Background: an optimization exercise with open tools, aiming at small area, a short achievable clock period and few clock cycles per item. Do not read the settings as production practice. Only simulation tests tie the RTL to the original design; equivalence was not proved.

==> module xoshiro256ss_generator, before the edit <==
module xoshiro256ss_generator
(
    input  logic      i_clk,
    input  logic      i_rst_n,
    input  logic      i_in_valid,
    output logic      o_in_stall,
    input  logic [64:0]  i_in_data,
    output logic      o_out_valid,
    input  logic      i_out_stall,
    output logic [116:0] o_out_data
);
    logic        r_ir_v, r_ir_k;
    logic [63:0] r_ir_d;
    logic       r_vb, r_vc, r_vd, r_ve;
    logic [1:0] r_ccount;
    logic       r_zf;
    logic [63:0] r_s0, r_s1, r_s2, r_s3;
    logic        r_p_v;
    logic [63:0] r_p;
    logic        r_om_v, r_os_v;
    logic [63:0] r_om, r_os;
    logic [63:0] r_m1s, r_m1c, r_z3, r_m2s, r_m2c;
    logic busy, start, ctr_step, ready, exec, p_moves, pop;
    assign busy     = r_vb | r_vc | r_vd | r_ve;
    assign start    = r_ir_v & (r_ir_k == CMD_SEED) & !r_vb;
    assign ctr_step = start | (r_vb & (r_ccount != 2'd0));
    assign p_moves  = r_p_v & !r_os_v;
    assign exec     = r_ir_v & (r_ir_k != CMD_SEED) & !busy & (!r_p_v | !r_os_v);
    assign pop      = r_om_v & !i_out_stall;
    logic       r_ready;
    logic       n_ir_v, n_ir_k, n_vb, n_vc, n_vd, n_ve, n_p_v, n_os_v;
    logic [1:0] n_ccount;
    logic       n_busy, n_start, n_ctr_step, n_exec, n_ready;
    assign ready = r_ready;
    always_comb begin
        n_ir_v   = ready ? i_in_valid : (r_ir_v & !(start | exec));
        n_ir_k   = ready ? i_in_data[64] : r_ir_k;
        n_vb     = start | (r_vb & (r_ccount != 2'd0));
        n_ccount = start ? 2'd3 : ((r_vb & (r_ccount != 2'd0)) ? r_ccount - 2'd1 : r_ccount);
        n_vc     = r_vb;
        n_vd     = r_vc;
        n_ve     = r_vd;
        n_p_v    = exec | (r_p_v & !p_moves);
        n_os_v   = r_os_v ? !pop : (p_moves & r_om_v & !pop);
        n_busy     = n_vb | n_vc | n_vd | n_ve;
        n_start    = n_ir_v & (n_ir_k == CMD_SEED) & !n_vb;
        n_ctr_step = n_start | (n_vb & (n_ccount != 2'd0));
        n_exec     = n_ir_v & (n_ir_k != CMD_SEED) & !n_busy & (!n_p_v | !n_os_v);
        n_ready    = !n_ctr_step & (!n_ir_v | n_exec);
    end
    always_ff @(posedge i_clk) begin
        if (!i_rst_n)
            r_ready <= 1'b1;
        else
            r_ready <= n_ready;
    end
    assign o_in_stall = !r_ready;
    always_ff @(posedge i_clk) begin
        if (ctr_step)
            r_ir_d <= r_ir_d + SM_GAMMA;
        else if (ready)
            r_ir_d <= i_in_data[63:0];
    end
    always_ff @(posedge i_clk) begin
        if (!i_rst_n) begin
            r_ir_v <= 1'b0;
            r_ir_k <= 1'b0;
        end else if (ready) begin
            r_ir_v <= i_in_valid;
            r_ir_k <= i_in_data[64];
        end else if (start | exec) begin
            r_ir_v <= 1'b0;
        end
    end
    always_ff @(posedge i_clk) begin
        if (!i_rst_n) begin
            r_vb     <= 1'b0;
            r_vc     <= 1'b0;
            r_vd     <= 1'b0;
            r_ve     <= 1'b0;
            r_ccount <= 2'd0;
            r_zf     <= 1'b1;
        end else begin
            if (start) begin
                r_vb     <= 1'b1;
                r_ccount <= 2'd3;
                r_zf     <= 1'b0;
            end else if (r_vb) begin
                if (r_ccount == 2'd0)
                    r_vb <= 1'b0;
                else
                    r_ccount <= r_ccount - 2'd1;
            end
            r_vc <= r_vb;
            r_vd <= r_vc;
            r_ve <= r_vd;
        end
    end
    logic [63:0] z1, m1s, m1c, z2, m2s, m2c, z4, word;
    assign z1 = r_ir_d ^ (r_ir_d >> 30);
    xsr256_mul1 u_mul1 (.x(z1), .ps(m1s), .pc(m1c));
    assign z2 = r_m1s + r_m1c;
    xsr256_mul2 u_mul2 (.x(r_z3), .ps(m2s), .pc(m2c));
    assign z4 = r_m2s + r_m2c;
    assign word = z4 ^ (z4 >> 31);
    always_ff @(posedge i_clk) begin
        r_m1s <= m1s;
        r_m1c <= m1c;
        r_z3  <= z2 ^ (z2 >> 27);
        r_m2s <= m2s;
        r_m2c <= m2c;
    end
    logic [63:0] t, w2, w3;
    assign t  = r_s1 << 17;
    assign w2 = r_s2 ^ r_s0;
    assign w3 = r_s3 ^ r_s1;
    always_ff @(posedge i_clk) begin
        if (r_ve) begin
            r_s0 <= r_s1;
            r_s1 <= r_s2;
            r_s2 <= r_s3;
            r_s3 <= word;
        end else if (exec) begin
            r_s0 <= r_s0 ^ w3;
            r_s1 <= r_s1 ^ w2;
            r_s2 <= w2 ^ t;
            r_s3 <= {w3[18:0], w3[63:19]};
        end
    end
    always_ff @(posedge i_clk) begin
        if (exec)
            r_p <= r_zf ? 64'd0 : (r_s1 + {r_s1[61:0], 2'b00});
    end
    always_ff @(posedge i_clk) begin
        if (!i_rst_n)
            r_p_v <= 1'b0;
        else if (exec)
            r_p_v <= 1'b1;
        else if (p_moves)
            r_p_v <= 1'b0;
    end
    logic [63:0] rp, res;
    assign rp  = {r_p[56:0], r_p[63:57]};
    assign res = rp + {rp[60:0], 3'b000};
    always_ff @(posedge i_clk) begin
        if (!r_os_v)
            r_os <= res;
        if (!r_om_v | pop)
            r_om <= r_os_v ? r_os : res;
    end
    always_ff @(posedge i_clk) begin
        if (!i_rst_n) begin
            r_om_v <= 1'b0;
            r_os_v <= 1'b0;
        end else begin
            if (!r_om_v | pop)
                r_om_v <= r_os_v | p_moves;
            if (r_os_v)
                r_os_v <= !pop;
            else
                r_os_v <= p_moves & r_om_v & !pop;
        end
    end
    assign o_out_valid = r_om_v;
    assign o_out_data  = {r_om, r_om[63:11]};
endmodule
==> flow/config.mk <==
export PLATFORM = sky130hd
export DESIGN_NAME = xoshiro256ss_generator
export DESIGN_NICKNAME = xoshiro256ss_generator
export VERILOG_FILES = /design/flow/design.v
export SDC_FILE = /design/flow/constraint.sdc
export NUM_CORES = 4
export LEC_CHECK = 0
export CAP_MARGIN = 20
export CORE_MARGIN = 2
export CORE_UTILIZATION = 40
export SLEW_MARGIN = 20
==> flow/constraint.sdc <==
create_clock -name core_clock -period 12.0 [get_ports {i_clk}]
set_input_delay 2.4000 -clock core_clock [delete_from_list [all_inputs] [get_ports {i_clk}]]
set_output_delay 2.4000 -clock core_clock [all_outputs]
set_load 0.01 [all_outputs]
standard.sh (not shown) runs the stock make flow with config.mk's settings and CLKGATE_MAP_FILE= SYNTH_SCRIPT=/design/flow/synth_recipe.tcl, a recipe that flattens the netlist after the stock synthesis.
==> flow/flow/run.sh <==
#!/bin/bash
# Standard ORFS layout, with repair_timing aiming for extra setup slack
# (the clock and constraints are the design's own).
set -euo pipefail
bash standard.sh SETUP_SLACK_MARGIN=8 finish > standard_flow.log 2>&1
Testbench counts at the start, summed over its fixed seeds: cycles 7,949, items 6,380.
Change:
--- a/flow/design.v
+++ b/flow/design.v
@@ -4119,41 +4119,15 @@
     logic busy, start, ctr_step, ready, exec, p_moves, pop;
     assign busy     = r_vb | r_vc | r_vd | r_ve;
     assign start    = r_ir_v & (r_ir_k == CMD_SEED) & !r_vb;
     assign ctr_step = start | (r_vb & (r_ccount != 2'd0));
     assign p_moves  = r_p_v & !r_os_v;
     assign exec     = r_ir_v & (r_ir_k != CMD_SEED) & !busy & (!r_p_v | !r_os_v);
+    assign ready    = !ctr_step & (!r_ir_v | exec);
     assign pop      = r_om_v & !i_out_stall;
-    logic       r_ready;
-    logic       n_ir_v, n_ir_k, n_vb, n_vc, n_vd, n_ve, n_p_v, n_os_v;
-    logic [1:0] n_ccount;
-    logic       n_busy, n_start, n_ctr_step, n_exec, n_ready;
-    assign ready = r_ready;
-    always_comb begin
-        n_ir_v   = ready ? i_in_valid : (r_ir_v & !(start | exec));
-        n_ir_k   = ready ? i_in_data[64] : r_ir_k;
-        n_vb     = start | (r_vb & (r_ccount != 2'd0));
-        n_ccount = start ? 2'd3 : ((r_vb & (r_ccount != 2'd0)) ? r_ccount - 2'd1 : r_ccount);
-        n_vc     = r_vb;
-        n_vd     = r_vc;
-        n_ve     = r_vd;
-        n_p_v    = exec | (r_p_v & !p_moves);
-        n_os_v   = r_os_v ? !pop : (p_moves & r_om_v & !pop);
-        n_busy     = n_vb | n_vc | n_vd | n_ve;
-        n_start    = n_ir_v & (n_ir_k == CMD_SEED) & !n_vb;
-        n_ctr_step = n_start | (n_vb & (n_ccount != 2'd0));
-        n_exec     = n_ir_v & (n_ir_k != CMD_SEED) & !n_busy & (!n_p_v | !n_os_v);
-        n_ready    = !n_ctr_step & (!n_ir_v | n_exec);
-    end
-    always_ff @(posedge i_clk) begin
-        if (!i_rst_n)
-            r_ready <= 1'b1;
-        else
-            r_ready <= n_ready;
-    end
-    assign o_in_stall = !r_ready;
+    assign o_in_stall = !ready;
     always_ff @(posedge i_clk) begin
         if (ctr_step)
             r_ir_d <= r_ir_d + SM_GAMMA;
         else if (ready)
             r_ir_d <= i_in_data[63:0];
     end
Setup slack is worse by 0.13 ns.
Design area falls by about 0.8%.
Clock skew shrinks by 0.015 ns.
Count of clock-buffer cells in the layout is higher by 13.
Wire length shrinks by about 1.2%.
Sequential cell count shrinks by 1.
Sequential share of layout area rose by 0.13 points.
Testbench counts after the change, summed over its fixed seeds: cycles 7,949, items 6,380.


Another version of the RTL of xoshiro256ss_generator (not shown whole).
Size in the first run: roughly 9100 cells after synthesis, ~190 I/O pins, roughly 79000 sq um of cells after synthesis.
==> module xoshiro256ss_generator, before the edit <==
module xoshiro256ss_generator
(
    input  logic      i_clk,
    input  logic      i_rst_n,
    input  logic      i_in_valid,
    output logic      o_in_stall,
    input  logic [64:0]  i_in_data,
    output logic      o_out_valid,
    input  logic      i_out_stall,
    output logic [116:0] o_out_data
);
    logic        r_ir_v, r_ir_k;
    logic [63:0] r_ir_d;
    logic       r_vb, r_vc, r_vd, r_ve;
    logic [1:0] r_ccount;
    logic [1:0] r_widx;      
    logic       r_zf;
    logic [63:0] r_s0, r_s1, r_s2, r_s3;
    logic        r_p_v;
    logic [63:0] r_p;
    logic        r_om_v, r_os_v;
    logic [63:0] r_om, r_os;
    logic [63:0] r_m1s, r_m1c, r_z3, r_m2s, r_m2c;
    logic busy, start, ctr_step, ready, exec, p_moves, pop;
    assign busy     = r_vb | r_vc | r_vd | (r_ve & (r_widx != 2'd3));
    assign start    = r_ir_v & (r_ir_k == CMD_SEED) & !r_vb;
    assign ctr_step = start | (r_vb & (r_ccount != 2'd0));
    assign p_moves  = r_p_v & !r_os_v;
    assign exec     = r_ir_v & (r_ir_k != CMD_SEED) & !busy & (!r_p_v | !r_os_v);
    assign pop      = r_om_v & !i_out_stall;
    logic       r_ready;
    logic       n_ir_v, n_ir_k, n_vb, n_vc, n_vd, n_ve, n_p_v, n_os_v;
    logic [1:0] n_ccount, n_widx;
    logic       n_busy, n_start, n_ctr_step, n_exec, n_ready;
    assign ready = r_ready;
    always_comb begin
        n_ir_v   = ready ? i_in_valid : (r_ir_v & !(start | exec));
        n_ir_k   = ready ? i_in_data[64] : r_ir_k;
        n_vb     = start | (r_vb & (r_ccount != 2'd0));
        n_ccount = start ? 2'd3 : ((r_vb & (r_ccount != 2'd0)) ? r_ccount - 2'd1 : r_ccount);
        n_vc     = r_vb;
        n_vd     = r_vc;
        n_ve     = r_vd;
        n_widx   = r_widx + {1'b0, r_ve};
        n_p_v    = exec | (r_p_v & !p_moves);
        n_os_v   = r_os_v ? !pop : (p_moves & r_om_v & !pop);
        n_busy     = n_vb | n_vc | n_vd | (n_ve & (n_widx != 2'd3));
        n_start    = n_ir_v & (n_ir_k == CMD_SEED) & !n_vb;
        n_ctr_step = n_start | (n_vb & (n_ccount != 2'd0));
        n_exec     = n_ir_v & (n_ir_k != CMD_SEED) & !n_busy & (!n_p_v | !n_os_v);
        n_ready    = !n_ctr_step & (!n_ir_v | n_exec);
    end
    always_ff @(posedge i_clk) begin
        if (!i_rst_n)
            r_ready <= 1'b1;
        else
            r_ready <= n_ready;
    end
    assign o_in_stall = !r_ready;
    always_ff @(posedge i_clk) begin
        if (ctr_step)
            r_ir_d <= r_ir_d + SM_GAMMA;
        else if (ready)
            r_ir_d <= i_in_data[63:0];
    end
    always_ff @(posedge i_clk) begin
        if (!i_rst_n) begin
            r_ir_v <= 1'b0;
            r_ir_k <= 1'b0;
        end else if (ready) begin
            r_ir_v <= i_in_valid;
            r_ir_k <= i_in_data[64];
        end else if (start | exec) begin
            r_ir_v <= 1'b0;
        end
    end
    always_ff @(posedge i_clk) begin
        if (!i_rst_n) begin
            r_vb     <= 1'b0;
            r_vc     <= 1'b0;
            r_vd     <= 1'b0;
            r_ve     <= 1'b0;
            r_ccount <= 2'd0;
            r_widx   <= 2'd0;
            r_zf     <= 1'b1;
        end else begin
            if (start) begin
                r_vb     <= 1'b1;
                r_ccount <= 2'd3;
                r_zf     <= 1'b0;
            end else if (r_vb) begin
                if (r_ccount == 2'd0)
                    r_vb <= 1'b0;
                else
                    r_ccount <= r_ccount - 2'd1;
            end
            r_vc <= r_vb;
            r_vd <= r_vc;
            r_ve <= r_vd;
            if (r_ve)
                r_widx <= r_widx + 2'd1;
        end
    end
    logic [63:0] z1, m1s, m1c, z2, m2s, m2c, z4, word;
    assign z1 = r_ir_d ^ (r_ir_d >> 30);
    xsr256_mul1 u_mul1 (.x(z1), .ps(m1s), .pc(m1c));
    assign z2 = r_m1s + r_m1c;
    xsr256_mul2 u_mul2 (.x(r_z3), .ps(m2s), .pc(m2c));
    assign z4 = r_m2s + r_m2c;
    assign word = z4 ^ (z4 >> 31);
    always_ff @(posedge i_clk) begin
        r_m1s <= m1s;
        r_m1c <= m1c;
        r_z3  <= z2 ^ (z2 >> 27);
        r_m2s <= m2s;
        r_m2c <= m2c;
    end
    logic [63:0] s3e, t, w2, w3;
    assign s3e = r_ve ? word : r_s3;
    assign t   = r_s1 << 17;
    assign w2  = r_s2 ^ r_s0;
    assign w3  = s3e ^ r_s1;
    always_ff @(posedge i_clk) begin
        if (exec) begin
            r_s0 <= r_s0 ^ w3;
            r_s1 <= r_s1 ^ w2;
            r_s2 <= w2 ^ t;
            r_s3 <= {w3[18:0], w3[63:19]};
        end else if (r_ve) begin
            if (r_widx == 2'd0) r_s0 <= word;
            if (r_widx == 2'd1) r_s1 <= word;
            if (r_widx == 2'd2) r_s2 <= word;
            if (r_widx == 2'd3) r_s3 <= word;
        end
    end
    always_ff @(posedge i_clk) begin
        if (exec)
            r_p <= r_zf ? 64'd0 : (r_s1 + {r_s1[61:0], 2'b00});
    end
    always_ff @(posedge i_clk) begin
        if (!i_rst_n)
            r_p_v <= 1'b0;
        else if (exec)
            r_p_v <= 1'b1;
        else if (p_moves)
            r_p_v <= 1'b0;
    end
    logic [63:0] rp, res;
    assign rp  = {r_p[56:0], r_p[63:57]};
    assign res = rp + {rp[60:0], 3'b000};
    always_ff @(posedge i_clk) begin
        if (!r_os_v)
            r_os <= res;
        if (!r_om_v | pop)
            r_om <= r_os_v ? r_os : res;
    end
    always_ff @(posedge i_clk) begin
        if (!i_rst_n) begin
            r_om_v <= 1'b0;
            r_os_v <= 1'b0;
        end else begin
            if (!r_om_v | pop)
                r_om_v <= r_os_v | p_moves;
            if (r_os_v)
                r_os_v <= !pop;
            else
                r_os_v <= p_moves & r_om_v & !pop;
        end
    end
    assign o_out_valid = r_om_v;
    assign o_out_data  = {r_om, r_om[63:11]};
endmodule
clock: 12.0 ns
lec_check: 0
cap_margin: 20
core_margin: 2
core_utilization: 40
gpl_routability_driven: 0
slew_margin: 20
==> flow/flow/run.sh <==
#!/bin/bash
# Standard ORFS layout, with repair_timing aiming for extra setup slack and
# plain buffers on the ports (the clock and constraints are the design's own).
set -euo pipefail
bash standard.sh SETUP_SLACK_MARGIN=8.0 "BUFFER_PORTS_ARGS=-buffer_cell sky130_fd_sc_hd__buf_2" finish > standard_flow.log 2>&1
Testbench counts at the start, summed over its fixed seeds: cycles 7,752, items 6,380.
Edit:
--- a/flow/design.v
+++ b/flow/design.v
@@ -4133,8 +4133,8 @@
         n_ir_v   = ready ? i_in_valid : (r_ir_v & !(start | exec));
         n_ir_k   = ready ? i_in_data[64] : r_ir_k;
         n_vb     = start | (r_vb & (r_ccount != 2'd0));
-        n_ccount = start ? 2'd3 : ((r_vb & (r_ccount != 2'd0)) ? r_ccount - 2'd1 : r_ccount);
-        n_vc     = r_vb;
+        n_ccount = start ? 2'd2 : ((r_vb & (r_ccount != 2'd0)) ? r_ccount - 2'd1 : r_ccount);
+        n_vc     = start | r_vb;
         n_vd     = r_vc;
         n_ve     = r_vd;
         n_widx   = r_widx + {1'b0, r_ve};
@@ -4157,7 +4157,7 @@
         if (ctr_step)
             r_ir_d <= r_ir_d + SM_GAMMA;
         else if (ready)
-            r_ir_d <= i_in_data[63:0];
+            r_ir_d <= i_in_data[63:0] + SM_GAMMA;
     end
     always_ff @(posedge i_clk) begin
         if (!i_rst_n) begin
@@ -4182,7 +4182,7 @@
         end else begin
             if (start) begin
                 r_vb     <= 1'b1;
-                r_ccount <= 2'd3;
+                r_ccount <= 2'd2;
                 r_zf     <= 1'b0;
             end else if (r_vb) begin
                 if (r_ccount == 2'd0)
@@ -4190,7 +4190,7 @@
                 else
                     r_ccount <= r_ccount - 2'd1;
             end
-            r_vc <= r_vb;
+            r_vc <= start | r_vb;
             r_vd <= r_vc;
             r_ve <= r_vd;
             if (r_ve)
Outcome:
- The new run finished with timing, DRC and antenna clean
- synthesized cell count came out higher by 0.47%
- worst setup slack got worse by 640 ps
- non-clock buffer count is higher by 32
- die area hardly moves
Testbench counts after the change, summed over its fixed seeds: cycles 7,572, items 6,380.

[what the ideal ports hide]
The results above use ideal ports. As a check the final layouts listed here were re-extracted and re-timed, cells and wires unchanged.
Step 1 (the two cells are an assumption about what drives the block):
set clk [get_ports {i_clk}]
set_driving_cell -lib_cell sky130_fd_sc_hd__clkbuf_16 $clk
set_driving_cell -lib_cell sky130_fd_sc_hd__buf_2 [delete_from_list [all_inputs] $clk]
Step 2 moves the port delays by t, midway between the first and last clock arrival at a register: inputs arrive t later, outputs are due t later. That takes back most of the time a late clock gives input paths.
a / b / c = no drivers / after step 1 / after step 2; a / b = the first two.
run	shift t [ns]	setup slack, ns	worst setup path at the end	latest minus earliest clock arrival (ns)	pins driven straight from the clock port
the first run of note 1	0.834	7.994 / 7.985 / 7.984	input to register	0.109 / 0.110	1
the second run of note 1	0.828	7.866 / 7.780 / 7.963	input to register	0.091 / 0.091	1
the first run of note 2	0.784	7.996 / 7.996 / 7.996	register to register	0.048 / 0.047	1
the second run of note 2	0.804	7.355 / 7.421 / 6.617	input to register	0.093 / 0.094	1
After both steps every run listed still meets setup and hold. The setup slack of the second run of note 2, which loses most, moves by +0.066 ns with the drivers and by -0.738 ns with both steps.
